Background: an optimization exercise with open tools, aiming at small area, a short achievable clock period and few clock cycles per item. Do not read the settings as production practice. Power and IR drop assume default switching activity.

rev 12:
==> flow/design.v <==
`timescale 1ns / 1ps
module audio_peak_level_meter (
  input  logic        clk,
  input  logic        rst,
  input  logic        cfg_write,
  input  logic [1:0]  cfg_index,
  input  logic [5:0]  cfg_data,
  input  logic        in_valid,
  output logic        in_stall,
  input  logic [7:0]  data_byte,
  input  logic        buffer_end,
  output logic        out_valid,
  input  logic        out_stall,
  output logic [17:0] level_q16,
  output logic [31:0] peak_value
);
  logic        s8, s16, s32;
  logic        k_sgn, k_uns, k_flt, k_oth;
  logic [2:0]  chl;
  logic        cap;
  logic [7:0]  d0;
  logic        e0;      
  logic        v0;      
  logic [1:0]  bpos;
  logic [2:0]  cpos;
  logic [23:0] sh;
  logic [31:0] mag;
  logic        p_sd;    
  logic        p_fd;    
  logic        p_be;    
  logic [31:0] run;
  logic [31:0] bpk;
  logic        bz;
  logic        bir;     
  logic [17:0] lvl;     
  logic        lp;      
  logic        cv_fmt;  
  logic        cv_sh;   
  logic        stall;   
  logic        accept;
  logic        take;    
  logic        mono;
  logic        track;
  logic        fl;
  logic        sample_done;
  logic        frame_done;
  logic        go_be;
  logic        p_sd_n, p_fd_n, p_be_n;
  logic        cv_fmt_n, cv_sh_n, lp_n, out_valid_n;
  logic [31:0] mag_in;
  logic [17:0] level;
  always_ff @(posedge clk) begin
    if (rst) begin
      s8    <= 1'b0;
      s16   <= 1'b1;
      s32   <= 1'b0;
      k_sgn <= 1'b1;
      k_uns <= 1'b0;
      k_flt <= 1'b0;
      k_oth <= 1'b0;
      chl   <= 3'd1;
      cap   <= 1'b0;
    end else if (cfg_write) begin
      case (cfg_index)
        2'd0: begin
          s8  <= (cfg_data == 6'd8);
          s16 <= (cfg_data == 6'd16);
          s32 <= (cfg_data == 6'd32);
        end
        2'd1: begin
          k_sgn <= (cfg_data[1:0] == 2'd0);
          k_uns <= (cfg_data[1:0] == 2'd1);
          k_flt <= (cfg_data[1:0] == 2'd2);
          k_oth <= (cfg_data[1:0] == 2'd3);
        end
        2'd2: chl <= (cfg_data[3:0] == 4'd0) ? 3'd0 :
                     cfg_data[3] ? 3'd7 : 3'(cfg_data[2:0] - 3'd1);
        default: cap <= cfg_data[0];
      endcase
    end
  end
  assign in_stall = stall;
  assign accept   = in_valid && !stall;
  assign take     = v0 && !stall;
  assign track    = cap && (s8 || s16 || s32);
  assign fl       = k_flt && s32;
  assign mono     = (chl == 3'd0);
  always_ff @(posedge clk) begin
    if (accept) begin
      d0 <= data_byte;
      e0 <= buffer_end;
    end
  end
  always_ff @(posedge clk) begin
    if (rst) v0 <= 1'b0;
    else if (!stall) v0 <= in_valid;
  end
  assign sample_done = s8 || (s16 && bpos[0]) || (bpos == 2'd3);
  assign frame_done  = (cpos == chl);
  always_ff @(posedge clk) begin
    if (take) begin
      case (bpos)
        2'd0: sh[7:0]   <= d0;
        2'd1: sh[15:8]  <= d0;
        default: sh[23:16] <= d0;
      endcase
    end
  end
  function automatic logic [7:0] below(input logic [7:0] x, input logic c);
    logic [7:0] r;
    r[0] = c;
    for (int i = 1; i < 8; i++) r[i] = r[i - 1] | x[i - 1];
    below = r;
  endfunction
  logic        sgn;
  logic [8:0]  m8;
  logic [16:0] m16;
  logic [31:0] m32;
  logic [31:0] mf;
  always_comb begin
    sgn = k_sgn && d0[7];
    m8  = {sgn && d0[6:0] == 7'd0,
           d0 ^ ({8{sgn}} & below(d0, 1'b0))};
    m16 = {sgn && d0[6:0] == 7'd0 && sh[7:0] == 8'd0,
           d0 ^ ({8{sgn}} & below(d0, |sh[7:0])),
           sh[7:0] ^ ({8{sgn}} & below(sh[7:0], 1'b0))};
    m32 = {d0 ^ ({8{sgn}} & below(d0, |sh[23:0])),
           sh[23:16] ^ ({8{sgn}} & below(sh[23:16], |sh[15:0])),
           sh[15:8] ^ ({8{sgn}} & below(sh[15:8], |sh[7:0])),
           sh[7:0] ^ ({8{sgn}} & below(sh[7:0], 1'b0))};
    mf  = ({d0[6:0], sh[23]} == 8'hff && sh[22:0] != 23'd0) ?
          32'd0 : {1'b0, d0[6:0], sh};
    mag_in = ({32{s8 && !k_flt && !k_oth}}  & {23'd0, m8}) |
             ({32{s16 && !k_flt && !k_oth}} & {15'd0, m16}) |
             ({32{s32 && !k_flt && !k_oth}} & m32) |
             ({32{fl}} & mf);
  end
  always_ff @(posedge clk) begin
    if (take && sample_done) mag <= mag_in;
  end
  always_ff @(posedge clk) begin
    if (rst) begin
      bpos <= 2'd0;
      cpos <= 3'd0;
    end else if (take) begin
      if (e0 || !(s8 || s16 || s32)) begin
        bpos <= 2'd0;
        cpos <= 3'd0;
      end else if (sample_done) begin
        bpos <= 2'd0;
        cpos <= frame_done ? 3'd0 : cpos + 3'd1;
      end else begin
        bpos <= bpos + 2'd1;
      end
    end
  end
  logic busy;
  logic wr_fd;    
  logic wr_mat;   
  logic bir_n;
  always_comb begin
    busy   = cv_fmt || cv_sh || lp || out_valid;
    wr_fd  = p_fd && !mono && !p_be && !busy;
    wr_mat = bir && p_sd && !p_fd && !p_be && !busy;
    if (stall)
      bir_n = bir;
    else if (p_be || wr_fd || wr_mat)
      bir_n = 1'b0;
    else if (p_fd && !mono)
      bir_n = 1'b1;
    else
      bir_n = bir;
    p_sd_n = stall ? p_sd : (take && track && sample_done);
    p_fd_n = stall ? p_fd : (take && track && sample_done && frame_done);
    p_be_n = stall ? p_be : (take && e0);
    go_be       = !stall && p_be;
    cv_fmt_n    = go_be && fl && track;
    cv_sh_n     = cv_fmt || (cv_sh && lvl[4:0] != 5'd0);
    lp_n        = (go_be && !(fl && track)) || (cv_sh && lvl[4:0] == 5'd0);
    out_valid_n = lp || (out_valid && out_stall);
  end
  always_ff @(posedge clk) begin
    if (rst) begin
      p_sd      <= 1'b0;
      p_fd      <= 1'b0;
      p_be      <= 1'b0;
      cv_fmt    <= 1'b0;
      cv_sh     <= 1'b0;
      lp        <= 1'b0;
      out_valid <= 1'b0;
      stall     <= 1'b0;
      bir       <= 1'b0;
    end else begin
      bir       <= bir_n;
      p_sd      <= p_sd_n;
      p_fd      <= p_fd_n;
      p_be      <= p_be_n;
      cv_fmt    <= cv_fmt_n;
      cv_sh     <= cv_sh_n;
      lp        <= lp_n;
      out_valid <= out_valid_n;
      stall     <= (cv_fmt_n || cv_sh_n || lp_n || out_valid_n) &&
                   (p_be_n || (bir_n && p_sd_n && !p_fd_n));
    end
  end
  logic        gt;
  logic        run_en;   
  logic        bpk_run;  
  logic [31:0] bpk_oth;
  logic [31:0] bpk_d;
  logic [31:0] run_d;
  always_comb begin
    gt      = mag > run;
    run_en  = !stall && p_sd && !p_be;
    bpk_run = !stall && (wr_fd || wr_mat || (p_be && (p_fd || mono || bir)));
    if (cv_fmt)
      bpk_oth = bpk[30] ? 32'hffff_ffff :
                (bpk[29:28] == 2'b11) ? {1'b1, bpk[22:0], 8'd0} : 32'd0;
    else if (cv_sh && lvl[4:0] != 5'd0)
      bpk_oth = {1'b0, bpk[31:1]};
    else if (!stall && p_be && !bpk_run && bz)
      bpk_oth = 32'd0;
    else
      bpk_oth = bpk;
    bpk_d = (bpk_run && p_sd && (p_fd || mono) && gt) ? mag :
            (bpk_run ? run : bpk_oth);
    run_d = (run_en && gt) ? mag : ((!stall && p_be) ? 32'd0 : run);
  end
  always_ff @(posedge clk) begin
    if (rst) begin
      run <= 32'd0;
      bz  <= 1'b1;
      lvl <= 18'd0;
    end else begin
      run <= run_d;
      if (!stall) begin
        if (p_be) bz <= 1'b1;
        else if (p_fd) bz <= 1'b0;
      end
      if (lp && track) lvl <= level;
      else if (cv_fmt)
        lvl[4:0] <= (!bpk[30] && bpk[29:28] == 2'b11) ? ~bpk[27:23] : 5'd0;
      else if (cv_sh && lvl[4:0] != 5'd0)
        lvl[4:0] <= lvl[4:0] - 5'd1;
    end
  end
  always_ff @(posedge clk) begin
    bpk <= bpk_d;
  end
  logic        c7, c8, c15, c16, c31, c32;
  logic        lz;     
  logic        lsat;
  logic [15:0] lq;
  always_comb begin
    c7  = s8  && !k_uns;
    c8  = s8  && k_uns;
    c15 = s16 && !k_uns;
    c16 = s16 && k_uns;
    c31 = s32 && !k_uns;
    c32 = s32 && k_uns;
    lz = (c7 & (&bpk[6:0])) | (c8 & (&bpk[7:0])) | (c15 & (&bpk[14:0])) |
         (c16 & (&bpk[15:0])) | (c31 & (&bpk[30:0])) | (c32 & (&bpk[31:0]));
    lsat = (c7 & bpk[8]) | (c15 & bpk[16]) | (c31 & bpk[31] & bpk[0]);
    lq = ({16{c7}}  & {bpk[6:0], bpk[6:0], bpk[6:5]}) |
         ({16{c8}}  & {bpk[7:0], bpk[7:0]}) |
         ({16{c15}} & {bpk[14:0], bpk[14]}) |
         ({16{c16}} & bpk[15:0]) |
         ({16{c31}} & bpk[30:15]) |
         ({16{c32}} & bpk[31:16]);
    level = {lsat, ~lsat & (lz | (c31 & bpk[31])), {16{~lsat & ~lz}} & lq};
  end
  assign level_q16  = lvl;
  assign peak_value = bpk;
endmodule
clock: 9.0 ns
lec_check: 0
cap_margin: 20
core_margin: 2
core_utilization: 40
cts_buf_list: sky130_fd_sc_hd__clkbuf_8
cts_cluster_size: 30
setup_slack_margin: 5
slew_margin: 20
standard.sh (not shown) runs the stock make flow with config.mk's settings and CLKGATE_MAP_FILE= SYNTH_SCRIPT=/design/flow/synth_recipe.tcl, a recipe that flattens the netlist after the stock synthesis.
==> flow/flow/run.sh <==
#!/bin/bash
cp standard.sh standard_sh.txt
export BUFFER_PORTS_ARGS="-buffer_cell sky130_fd_sc_hd__buf_1"
bash standard.sh finish SETUP_SLACK_MARGIN=6 > standard.log 2>&1
Rev 12: done, clean on timing, DRC and antenna
Modified inputs, rev 13 compared to rev 12
diff --git a/flow/design.v b/flow/design.v
--- a/flow/design.v
+++ b/flow/design.v
@@ -28,13 +28,12 @@
   logic        p_sd;    
   logic        p_fd;    
   logic        p_be;    
   logic [31:0] run;
   logic [31:0] bpk;
   logic        bz;
-  logic        bir;     
   logic [17:0] lvl;     
   logic        lp;      
   logic        cv_fmt;  
   logic        cv_sh;   
   logic        stall;   
   logic        accept;
@@ -110,32 +109,33 @@
     logic [7:0] r;
     r[0] = c;
     for (int i = 1; i < 8; i++) r[i] = r[i - 1] | x[i - 1];
     below = r;
   endfunction
   logic        sgn;
-  logic [8:0]  m8;
-  logic [16:0] m16;
-  logic [31:0] m32;
+  logic [7:0]  l0, l1;
+  logic [31:0] x;
+  logic [31:0] low;   
+  logic [31:0] mi;
   logic [31:0] mf;
   always_comb begin
     sgn = k_sgn && d0[7];
-    m8  = {sgn && d0[6:0] == 7'd0,
-           d0 ^ ({8{sgn}} & below(d0, 1'b0))};
-    m16 = {sgn && d0[6:0] == 7'd0 && sh[7:0] == 8'd0,
-           d0 ^ ({8{sgn}} & below(d0, |sh[7:0])),
-           sh[7:0] ^ ({8{sgn}} & below(sh[7:0], 1'b0))};
-    m32 = {d0 ^ ({8{sgn}} & below(d0, |sh[23:0])),
-           sh[23:16] ^ ({8{sgn}} & below(sh[23:16], |sh[15:0])),
-           sh[15:8] ^ ({8{sgn}} & below(sh[15:8], |sh[7:0])),
-           sh[7:0] ^ ({8{sgn}} & below(sh[7:0], 1'b0))};
+    l0  = s8 ? d0 : sh[7:0];
+    l1  = s16 ? d0 : sh[15:8];
+    x   = {d0, sh[23:16], l1, l0};
+    low[0] = 1'b0;
+    for (int i = 1; i < 32; i++)
+      low[i] = ((i % 8) == 0) ? (low[i - 1] | x[i - 1]) : (low[i - 1] | x[i - 1]);
+    mi = x ^ ({32{sgn}} & low);
     mf  = ({d0[6:0], sh[23]} == 8'hff && sh[22:0] != 23'd0) ?
           32'd0 : {1'b0, d0[6:0], sh};
-    mag_in = ({32{s8 && !k_flt && !k_oth}}  & {23'd0, m8}) |
-             ({32{s16 && !k_flt && !k_oth}} & {15'd0, m16}) |
-             ({32{s32 && !k_flt && !k_oth}} & m32) |
+    mag_in = ({32{s8 && (k_sgn || k_uns)}}  &
+              {23'd0, sgn && d0[6:0] == 7'd0, mi[7:0]}) |
+             ({32{s16 && (k_sgn || k_uns)}} &
+              {15'd0, sgn && d0[6:0] == 7'd0 && sh[7:0] == 8'd0, mi[15:0]}) |
+             ({32{s32 && (k_sgn || k_uns)}} & mi) |
              ({32{fl}} & mf);
   end
   always_ff @(posedge clk) begin
     if (take && sample_done) mag <= mag_in;
   end
   always_ff @(posedge clk) begin
@@ -151,28 +151,13 @@
         cpos <= frame_done ? 3'd0 : cpos + 3'd1;
       end else begin
         bpos <= bpos + 2'd1;
       end
     end
   end
-  logic busy;
-  logic wr_fd;    
-  logic wr_mat;   
-  logic bir_n;
-  always_comb begin
-    busy   = cv_fmt || cv_sh || lp || out_valid;
-    wr_fd  = p_fd && !mono && !p_be && !busy;
-    wr_mat = bir && p_sd && !p_fd && !p_be && !busy;
-    if (stall)
-      bir_n = bir;
-    else if (p_be || wr_fd || wr_mat)
-      bir_n = 1'b0;
-    else if (p_fd && !mono)
-      bir_n = 1'b1;
-    else
-      bir_n = bir;
+  always_comb begin
     p_sd_n = stall ? p_sd : (take && track && sample_done);
     p_fd_n = stall ? p_fd : (take && track && sample_done && frame_done);
     p_be_n = stall ? p_be : (take && e0);
     go_be       = !stall && p_be;
     cv_fmt_n    = go_be && fl && track;
     cv_sh_n     = cv_fmt || (cv_sh && lvl[4:0] != 5'd0);
@@ -186,47 +171,45 @@
       p_be      <= 1'b0;
       cv_fmt    <= 1'b0;
       cv_sh     <= 1'b0;
       lp        <= 1'b0;
       out_valid <= 1'b0;
       stall     <= 1'b0;
-      bir       <= 1'b0;
     end else begin
-      bir       <= bir_n;
       p_sd      <= p_sd_n;
       p_fd      <= p_fd_n;
       p_be      <= p_be_n;
       cv_fmt    <= cv_fmt_n;
       cv_sh     <= cv_sh_n;
       lp        <= lp_n;
       out_valid <= out_valid_n;
       stall     <= (cv_fmt_n || cv_sh_n || lp_n || out_valid_n) &&
-                   (p_be_n || (bir_n && p_sd_n && !p_fd_n));
+                   ((p_fd_n && !mono) || p_be_n);
     end
   end
   logic        gt;
   logic        run_en;   
   logic        bpk_run;  
   logic [31:0] bpk_oth;
   logic [31:0] bpk_d;
   logic [31:0] run_d;
   always_comb begin
     gt      = mag > run;
     run_en  = !stall && p_sd && !p_be;
-    bpk_run = !stall && (wr_fd || wr_mat || (p_be && (p_fd || mono || bir)));
+    bpk_run = !cv_fmt && !cv_sh && !stall &&
+              ((p_be && (p_fd || mono)) || (p_fd && !mono));
     if (cv_fmt)
       bpk_oth = bpk[30] ? 32'hffff_ffff :
                 (bpk[29:28] == 2'b11) ? {1'b1, bpk[22:0], 8'd0} : 32'd0;
     else if (cv_sh && lvl[4:0] != 5'd0)
       bpk_oth = {1'b0, bpk[31:1]};
     else if (!stall && p_be && !bpk_run && bz)
       bpk_oth = 32'd0;
     else
       bpk_oth = bpk;
-    bpk_d = (bpk_run && p_sd && (p_fd || mono) && gt) ? mag :
-            (bpk_run ? run : bpk_oth);
+    bpk_d = (bpk_run && p_sd && gt) ? mag : (bpk_run ? run : bpk_oth);
     run_d = (run_en && gt) ? mag : ((!stall && p_be) ? 32'd0 : run);
   end
   always_ff @(posedge clk) begin
     if (rst) begin
       run <= 32'd0;
       bz  <= 1'b1;
[summary]
There was hardly any difference in maximum clock frequency between rev 13 and rev 12. Going from rev 12 to rev 13, number of global-route vias before repair grew slightly. Relative to rev 12, logic depth of the worst register-to-register path has gone down in rev 13. Looking only at cell-internal power, and setting everything else aside, the higher value of rev 13 and rev 12 goes to rev 13. On sequential share of layout area: rev 13 sits above rev 12. Buffer share of cell area, rev 13 and rev 12, lower one = rev 12. Between rev 12 and rev 13, slew of the pin with the lowest slew margin decreased. The more densely filled core belongs to rev 13, not rev 12. Of the two values seen for main combinational cell family by area after synthesis, compound AO/OA/AOI/OAI gates was produced by rev 13 and simple AND/OR/NAND/NOR gates by rev 12. Lower wire length among rev 13 and rev 12: rev 12. Critical path depth for rev 13: 1 down relative to rev 12.
No functional check of the RTL was part of any run of this note.

[re-timing with driven ports]
Ports are ideal in the flow. The routed layouts listed here were re-timed in OpenROAD. Step 1, drivers: a clkbuf_16 drives clk and a buf_2 each remaining input, both assumed. Step 2 times the ports against the registers' clock, not the clock port: input delays grow and output delays shrink by t, the midpoint of the rising clock arrivals with the driver on. Three values: no drivers, after step 1, after step 2; two values: the first two.
run	shift t [ns]	setup slack, ns	hold slack, ns	worst register clock-pin slew, ns
rev 12	0.502	6.022 / 5.981 / 5.661	0.451 / 0.451 / 0.451	0.11 / 0.11
rev 13	0.514	6.027 / 5.986 / 5.863	0.459 / 0.459 / 0.459	0.11 / 0.11
After both steps every run listed still meets setup and hold. The setup slack of rev 12, which loses most, moves by -0.041 ns with the drivers and by -0.361 ns with both steps.
